Background: an optimization exercise with open tools, aiming at small area. Do not read the settings as production practice.
Only simulation tests tie the RTL to the original design; equivalence was not proved.
Power figures rest on the tool's default switching activity, not on a simulated workload.

// rv32i_mbox_reg_file
module rv32i_mbox_reg_file
#(
  parameter int XLEN       = 32,
  parameter int NREGS      = 32,
  parameter int IN_BASE    = rv32i_rf_pkg::DEF_IN_BASE,
  parameter int N_IN       = rv32i_rf_pkg::DEF_N_IN,
  parameter int START_REG  = rv32i_rf_pkg::DEF_START_REG,
  parameter int RESULT_REG = rv32i_rf_pkg::DEF_RESULT_REG
) (
  input  logic                       clk,
  input  logic                       rst_n,
  input  logic [$clog2(NREGS)-1:0]   rs1_addr,
  input  logic [$clog2(NREGS)-1:0]   rs2_addr,
  output logic [XLEN-1:0]            rs1_data,
  output logic [XLEN-1:0]            rs2_data,
  input  logic                       rd_we,
  input  logic [$clog2(NREGS)-1:0]   rd_addr,
  input  logic [XLEN-1:0]            rd_data,
  input  logic                       req_valid,
  output logic                       req_ready,
  input  logic [N_IN*XLEN-1:0]       req_opnd,
  output logic                       res_valid,
  input  logic                       res_ready,
  output logic [XLEN-1:0]            res_data,
  output logic                       busy
);
  localparam int AW = $clog2(NREGS);
  localparam logic [AW-1:0] START_A  = AW'(START_REG);
  localparam logic [AW-1:0] RESULT_A = AW'(RESULT_REG);
  if (IN_BASE < 1 || N_IN < 1 || IN_BASE + N_IN > NREGS ||
      START_REG < 1 || START_REG >= NREGS ||
      RESULT_REG < 1 || RESULT_REG >= NREGS || START_REG == RESULT_REG ||
      (START_REG  >= IN_BASE && START_REG  < IN_BASE + N_IN) ||
      (RESULT_REG >= IN_BASE && RESULT_REG < IN_BASE + N_IN)) begin : g_param_err
    $error("rv32i_mbox_reg_file: illegal mailbox register placement");
  end
  function automatic logic is_opnd(input int a);
    is_opnd = (a >= IN_BASE) && (a < IN_BASE + N_IN);
  endfunction
  function automatic logic is_writable(input int a);
    is_writable = (a != 0) && !is_opnd(a) && (a != START_REG);
  endfunction
  function automatic int src_reg(input int s);
    int n;
    src_reg = -1;
    n = 0;
  ...
export LEC_CHECK = 0
export CAP_MARGIN = 10
export CELL_PAD_IN_SITES_DETAIL_PLACEMENT = 1
export CELL_PAD_IN_SITES_GLOBAL_PLACEMENT = 1
export CORE_MARGIN = 2
export CORE_UTILIZATION = 45
export PLACE_DENSITY = 0.7
export SLEW_MARGIN = 10
export SYNTH_HIERARCHICAL = 1
create_clock -name core_clock -period 6.0 [get_ports {clk}]
standard.sh (not shown) runs the stock make flow with config.mk's settings and CLKGATE_MAP_FILE= SYNTH_SCRIPT=/design/flow/synth_recipe.tcl, a recipe that flattens the netlist after the stock synthesis.
==> flow/flow/run.sh <==
#!/bin/bash
set -e
export BUFFER_PORTS_ARGS="-buffer_cell sky130_fd_sc_hd__buf_1"
export CTS_ARGS="-sink_clustering_enable -repair_clock_nets -dont_use_dummy_load -buf_list {sky130_fd_sc_hd__clkbuf_8 sky130_fd_sc_hd__clkbuf_16} -root_buf sky130_fd_sc_hd__clkbuf_16 -tree_buf sky130_fd_sc_hd__clkbuf_16 -sink_clustering_buffer sky130_fd_sc_hd__clkbuf_8 -sink_clustering_size 16 -sink_clustering_max_diameter 80"
bash standard.sh > flow.log 2>&1
The first run went through all stages and came out clean.
Edit:
Settings changed: CORE_UTILIZATION 45 to 62, PLACE_DENSITY 0.7 to 0.8.
After rerunning: Total power goes up by 0.99%. Global-route usage grows by 15 points. Routed wire length falls by 1.0%. Setup slack is worse by 430 ps. Sequential cell count stays the same. Count of clock-buffer cells in the layout falls by 1. Sequential share of layout area rose by 0.71 points. Die area shrinks by 27%. Synthesized area is unchanged.
Edit:
Settings changed: CORE_UTILIZATION 62 to 55, PLACE_DENSITY 0.8 to 0.75.
Effect: Clock skew climbs by 11 ps. Setup slack is better by 300 ps. Combinational power goes down by about 3%. Non-clock buffer count came out higher by 19. Routed wire length went down by about 3.7%.

* * *

Another version of the RTL of rv32i_mbox_reg_file (not shown whole).
For scale: ~3100 cells after synthesis, ~1000 flip-flops, roughly 220 I/O pins, about 0.039 mm2 of cells after synthesis.
export LEC_CHECK = 0
export CAP_MARGIN = 10
export CELL_PAD_IN_SITES_DETAIL_PLACEMENT = 1
export CELL_PAD_IN_SITES_GLOBAL_PLACEMENT = 1
export CORE_MARGIN = 2
export CORE_UTILIZATION = 40
export PLACE_DENSITY = 0.6
export SLEW_MARGIN = 10
export SYNTH_HIERARCHICAL = 1
create_clock -name core_clock -period 6.0 [get_ports {clk}]
Scripts as last shown in full above: flow/flow/run.sh
The first run completed without violations.
==> next run, changes <==
CORE_UTILIZATION = 45   (was 40)
PLACE_DENSITY = 0.7   (was 0.6)
Effect: Setup slack is worse by 530 ps; total power barely changes; via count is higher by 1.4%.
==> next run, changes <==
==> flow/run.sh (new file) <==
#!/bin/bash
# synth_recipe.tcl (not shown) runs the flow's synth.tcl, then flattens the netlist and writes it again
# the make line also repeats each setting of config.mk as NAME=value (left out here)
make -C /OpenROAD-flow-scripts/flow DESIGN_CONFIG=/design/flow/config.mk WORK_HOME=/design/flow/orfs CLKGATE_MAP_FILE= SYNTH_SCRIPT=/design/flow/synth_recipe.tcl finish
CAP_MARGIN = 20   (was 10)
CELL_PAD_IN_SITES_DETAIL_PLACEMENT = not set   (was 1)
CELL_PAD_IN_SITES_GLOBAL_PLACEMENT = not set   (was 1)
CORE_UTILIZATION = 40   (was 45)
PLACE_DENSITY = 0.6   (was 0.7)
SLEW_MARGIN = 20   (was 10)
removed: flow/flow/run.sh
removed: flow/standard.sh
Effect: Now the flow completed, yet does not pass: setup timing. Count of clock-buffer cells in the layout rose by 86. Register-to-register slack improved by 430 ps. Power rose by 22%. Maximum frequency decreases by 2.8%. Worst hold slack is about the same. Combinational power is higher by about 7%. Routed wire length went down by 7.1%. Synthesized area is unchanged. Sequential cell count does not change. Sequential share of layout area falls by 4.5 points.

* * *

== violet ==
The RTL this note starts from:
==> flow/design.v <==
package rv32i_rf_pkg;
  typedef enum logic [1:0] {
    ST_IDLE = 2'd0,
    ST_RUN  = 2'd1,
    ST_DONE = 2'd2
  } mbox_state_e;
  localparam int DEF_IN_BASE    = 28;
  localparam int DEF_N_IN       = 2;
  localparam int DEF_START_REG  = 31;
  localparam int DEF_RESULT_REG = 10;
endpackage
module rv32i_mbox_ctrl
#(
  parameter int XLEN = 32,
  parameter int N_IN = rv32i_rf_pkg::DEF_N_IN
) (
  input  logic                       clk,
  input  logic                       rst_n,
  input  logic                       req_valid,
  output logic                       req_ready,
  input  logic [N_IN*XLEN-1:0]       req_opnd,
  output logic                       res_valid,
  input  logic                       res_ready,
  output logic [XLEN-1:0]            res_data,
  output logic                       busy,
  input  logic                       result_we,
  input  logic                       abort_we,
  input  logic [XLEN-1:0]            wdata,
  output logic                       run,
  output logic                       opnd_vld,
  output logic [N_IN-1:0][XLEN-1:0]  opnd
);
  logic                       run_q, done_q, opnd_vld_q;
  logic [N_IN*XLEN-1:0]       opnd_q, opnd_d;
  logic [XLEN-1:0]            res_data_q, res_data_d;
  logic                       accept, accept_n, complete, complete_n;
  assign accept     = req_valid && !run_q && !done_q;
  assign accept_n   = !accept;
  assign complete   = run_q && result_we;
  assign complete_n = !complete;
  for (genvar b = 0; b < N_IN*XLEN; b++) begin : g_opnd
    rv32i_rf_ao22 u_mux (.a1(req_opnd[b]), .a2(accept), .b1(opnd_q[b]), .b2(accept_n),
                         .y(opnd_d[b]));
  end
  for (genvar b = 0; b < XLEN; b++) begin : g_res
    rv32i_rf_ao22 u_mux (.a1(wdata[b]), .a2(complete), .b1(res_data_q[b]), .b2(complete_n),
                         .y(res_data_d[b]));
  end
  always_ff @(posedge clk or negedge rst_n) begin
    if (!rst_n) begin
      run_q      <= 1'b0;
      done_q     <= 1'b0;
      opnd_vld_q <= 1'b0;
      res_data_q <= '0;
    end else begin
      if (accept)                                run_q <= 1'b1;
      else if (run_q && (result_we || abort_we)) run_q <= 1'b0;
      if (complete)                              done_q <= 1'b1;
      else if (res_ready)                        done_q <= 1'b0;
      if (accept)                                opnd_vld_q <= 1'b1;
      res_data_q <= res_data_d;
    end
  end
  always_ff @(posedge clk) begin
    opnd_q <= opnd_d;
  end
  assign req_ready = !run_q && !done_q;
  assign res_valid = done_q;
  assign busy      = run_q || done_q;
  assign run       = run_q;
  assign opnd_vld  = opnd_vld_q;
  assign res_data  = res_data_q;
  assign opnd      = opnd_q;
endmodule
module rv32i_rf_ao22 (
  input  logic a1, a2, b1, b2,
  output logic y
);
  assign y = (a1 & a2) | (b1 & b2);
endmodule
module rv32i_rf_aoi222 (
  input  logic a1, a2, b1, b2, c1, c2,
  output logic y
);
  assign y = ~((a1 & a2) | (b1 & b2) | (c1 & c2));
endmodule
module rv32i_rf_nand #(
  parameter int N = 10
) (
  input  logic [N-1:0] n,
  output logic         y
);
  assign y = ~&n;
endmodule
module rv32i_mbox_reg_file
#(
  parameter int XLEN       = 32,
  parameter int NREGS      = 32,
  parameter int IN_BASE    = rv32i_rf_pkg::DEF_IN_BASE,
  parameter int N_IN       = rv32i_rf_pkg::DEF_N_IN,
  parameter int START_REG  = rv32i_rf_pkg::DEF_START_REG,
  parameter int RESULT_REG = rv32i_rf_pkg::DEF_RESULT_REG
) (
  input  logic                       clk,
  input  logic                       rst_n,
  input  logic [$clog2(NREGS)-1:0]   rs1_addr,
  input  logic [$clog2(NREGS)-1:0]   rs2_addr,
  output logic [XLEN-1:0]            rs1_data,
  output logic [XLEN-1:0]            rs2_data,
  input  logic                       rd_we,
  input  logic [$clog2(NREGS)-1:0]   rd_addr,
  input  logic [XLEN-1:0]            rd_data,
  input  logic                       req_valid,
  output logic                       req_ready,
  input  logic [N_IN*XLEN-1:0]       req_opnd,
  output logic                       res_valid,
  input  logic                       res_ready,
  output logic [XLEN-1:0]            res_data,
  output logic                       busy
);
  localparam int AW = $clog2(NREGS);
  localparam logic [AW-1:0] START_A  = AW'(START_REG);
  localparam logic [AW-1:0] RESULT_A = AW'(RESULT_REG);
  if (IN_BASE < 1 || N_IN < 1 || IN_BASE + N_IN > NREGS ||
      START_REG < 1 || START_REG >= NREGS ||
      RESULT_REG < 1 || RESULT_REG >= NREGS || START_REG == RESULT_REG ||
      (START_REG  >= IN_BASE && START_REG  < IN_BASE + N_IN) ||
      (RESULT_REG >= IN_BASE && RESULT_REG < IN_BASE + N_IN)) begin : g_param_err
    $error("rv32i_mbox_reg_file: illegal mailbox register placement");
  end
  function automatic logic is_opnd(input int a);
    is_opnd = (a >= IN_BASE) && (a < IN_BASE + N_IN);
  endfunction
  function automatic logic is_writable(input int a);
    is_writable = (a != 0) && !is_opnd(a) && (a != START_REG);
  endfunction
  function automatic int src_reg(input int s);
    int n;
    src_reg = -1;
    n = 0;
    for (int i = 0; i < NREGS; i++) begin
      if (is_writable(i) || is_opnd(i)) begin
        if (n == s) src_reg = i;
        n++;
      end
    end
  endfunction
  localparam int NSRC = NREGS - 2;
  localparam int NGRP = (NSRC + 2) / 3;
  logic                       run, opnd_vld;
  logic [N_IN-1:0][XLEN-1:0]  opnd;
  logic                       result_we, abort_we;
  assign result_we = rd_we && (rd_addr == RESULT_A);
  assign abort_we  = rd_we && (rd_addr == START_A) && !rd_data[0];
  rv32i_mbox_ctrl #(.XLEN(XLEN), .N_IN(N_IN)) u_ctrl (
    .clk       (clk),
    .rst_n     (rst_n),
    .req_valid (req_valid),
    .req_ready (req_ready),
    .req_opnd  (req_opnd),
    .res_valid (res_valid),
    .res_ready (res_ready),
    .res_data  (res_data),
    .busy      (busy),
    .result_we (result_we),
    .abort_we  (abort_we),
    .wdata     (rd_data),
    .run       (run),
    .opnd_vld  (opnd_vld),
    .opnd      (opnd)
  );
  logic [NREGS-1:0][XLEN-1:0] src_q;
  logic [NREGS-1:0]           src_vld;
  for (genvar i = 0; i < NREGS; i++) begin : g_reg
    if (is_writable(i)) begin : g_st
      logic            we, we_n, vld_q;
      logic [XLEN-1:0] q, d;
      assign we   = rd_we && (rd_addr == AW'(i));
      assign we_n = !we;
      for (genvar b = 0; b < XLEN; b++) begin : g_bit
        rv32i_rf_ao22 u_mux (.a1(rd_data[b]), .a2(we), .b1(q[b]), .b2(we_n), .y(d[b]));
      end
      always_ff @(posedge clk) begin
        q <= d;
      end
      always_ff @(posedge clk or negedge rst_n) begin
        if (!rst_n)  vld_q <= 1'b0;
        else if (we) vld_q <= 1'b1;
      end
      assign src_q[i]   = q;
      assign src_vld[i] = vld_q;
    end else if (is_opnd(i)) begin : g_op
      assign src_q[i]   = opnd[i - IN_BASE];
      assign src_vld[i] = opnd_vld;
    end else begin : g_none
      assign src_q[i]   = '0;
      assign src_vld[i] = 1'b0;
    end
  end
  logic [1:0][AW-1:0]   rs_addr;
  logic [1:0][XLEN-1:0] rs_data;
  assign rs_addr = {rs2_addr, rs1_addr};
  logic [3*NGRP*XLEN-1:0] src;
  logic [2*3*NGRP-1:0]    sel;
  logic [1:0]             st_n;
  for (genvar s = 0; s < 3*NGRP; s++) begin : g_src
    localparam int R = src_reg(s);
    if (R >= 0) begin : g_on
      assign src[s*XLEN +: XLEN] = src_q[R];
      assign sel[s]              = (rs_addr[0] == AW'(R)) && src_vld[R];
      assign sel[3*NGRP + s]     = (rs_addr[1] == AW'(R)) && src_vld[R];
    end else begin : g_off
      assign src[s*XLEN +: XLEN] = '0;
      assign sel[s]              = 1'b0;
      assign sel[3*NGRP + s]     = 1'b0;
    end
  end
  for (genvar p = 0; p < 2; p++) begin : g_rd
    assign st_n[p] = !((rs_addr[p] == START_A) && run);
    for (genvar b = 0; b < XLEN; b++) begin : g_bit
      logic [NGRP-1:0] part_n;
      for (genvar g = 0; g < NGRP; g++) begin : g_grp
        rv32i_rf_aoi222 u_aoi (
          .a1(sel[3*NGRP*p + 3*g]),   .a2(src[(3*g)*XLEN + b]),
          .b1(sel[3*NGRP*p + 3*g+1]), .b2(src[(3*g+1)*XLEN + b]),
          .c1(sel[3*NGRP*p + 3*g+2]), .c2(src[(3*g+2)*XLEN + b]),
          .y (part_n[g]));
      end
      if (b == 0) begin : g_st
        rv32i_rf_nand #(.N(NGRP + 1)) u_or (.n({st_n[p], part_n}), .y(rs_data[p][b]));
      end else begin : g_dt
        rv32i_rf_nand #(.N(NGRP)) u_or (.n(part_n), .y(rs_data[p][b]));
      end
    end
  end
  assign rs1_data = rs_data[0];
  assign rs2_data = rs_data[1];
endmodule
Settings: LEC_CHECK=0, CAP_MARGIN=20, CELL_PAD_IN_SITES_DETAIL_PLACEMENT=1, CELL_PAD_IN_SITES_GLOBAL_PLACEMENT=1, CORE_MARGIN=2, CORE_UTILIZATION=40, PLACE_DENSITY=0.7, SLEW_MARGIN=20, SYNTH_HIERARCHICAL=1; clock period 6.0 ns.
==> flow/flow/run.sh <==
#!/bin/bash
set -e
export BUFFER_PORTS_ARGS="-buffer_cell sky130_fd_sc_hd__buf_1"
export CTS_ARGS="-sink_clustering_enable -repair_clock_nets -dont_use_dummy_load -buf_list {sky130_fd_sc_hd__clkbuf_8 sky130_fd_sc_hd__clkbuf_16} -root_buf sky130_fd_sc_hd__clkbuf_16 -tree_buf sky130_fd_sc_hd__clkbuf_16 -sink_clustering_buffer sky130_fd_sc_hd__clkbuf_8 -sink_clustering_size 16 -sink_clustering_max_diameter 80"
bash standard.sh > flow.log 2>&1
For maple, these inputs were changed with respect to violet:
Settings: swapping 40 for 55 in CORE_UTILIZATION; swapping 20 for 10 in CAP_MARGIN; swapping 20 for 10 in SLEW_MARGIN; swapping 0.7 for 0.75 in PLACE_DENSITY.
--- outcome ---
The run showing the smaller share of cell area taken by multi-input logic gates is violet.
Min power across violet and maple: maple
In maple the cell count turned out about 7% lower than in violet.
Per the final summary, maple finished and its layout is clean on timing, DRC and antenna.
The library cell contributing the largest single delay on the critical path comes out and3_2 in one run and a222oi_1 in the other, namely in maple and violet respectively.
### maple -> delta
Settings: SLEW_MARGIN now 20, was 10; PLACE_DENSITY now 0.6, was 0.75; CAP_MARGIN now 20, was 10; CORE_UTILIZATION now 40, was 55.
Findings:
On part of the power in combinational logic, delta and maple are neck and neck.
maple leaves less setup margin than delta.
Compared with maple, delta instantiates a larger number of cells.
Met2 track demand over resource in global routing (lower): delta
delta against maple: clock power now larger, non-clock buffer count went up by 3, chip width picked up an extra 17%.
Diff maple -> delta: starting utilization of the core area decreased 15 points, post-route met1 wirelength increased 14000 um, critical path depth increased 1, finished layout cell area increased 890 um^2.

==> afterwards: timing with drivers on the ports <==
The flow's constraints put no driver on any port. The routed layouts listed below were extracted and timed again, unchanged, in two steps. Step 1 sets driving cells, clkbuf_16 on the clock port and buf_2 on the other inputs (assumed; they add their load-dependent delay and slew). Step 2 times the ports against the registers' clock, not the clock port: input delays grow and output delays shrink by t, the midpoint of the rising clock arrivals with the driver on. Slacks: ideal ports / drivers / drivers and shift; pairs: ideal ports / drivers.
run | t (ns) | setup slack, ns | worst setup path after step 2
the first run of note 1 | 0.690 | 0.557 / 0.525 / 0.525 | input to output
the second run of note 1 | 0.692 | 0.123 / 0.096 / 0.096 | input to output
the third run of note 1 | 0.683 | 0.420 / 0.393 / 0.393 | input to output
the first run of note 2 | 0.708 | 0.631 / 0.604 / 0.604 | input to output
the second run of note 2 | 0.699 | 0.105 / 0.081 / 0.081 | input to output
the third run of note 2 | 0.770 | -0.067 / -0.098 / -0.098 | input to output
violet | 0.699 | 0.551 / 0.523 / 0.523 | input to output
maple | 0.679 | 0.584 / 0.559 / 0.559 | input to output
delta | 0.712 | 0.612 / 0.581 / 0.581 | input to output
The setup slack of the first run of note 1, which loses most, moves by -0.032 ns with the drivers and by -0.032 ns with both steps.
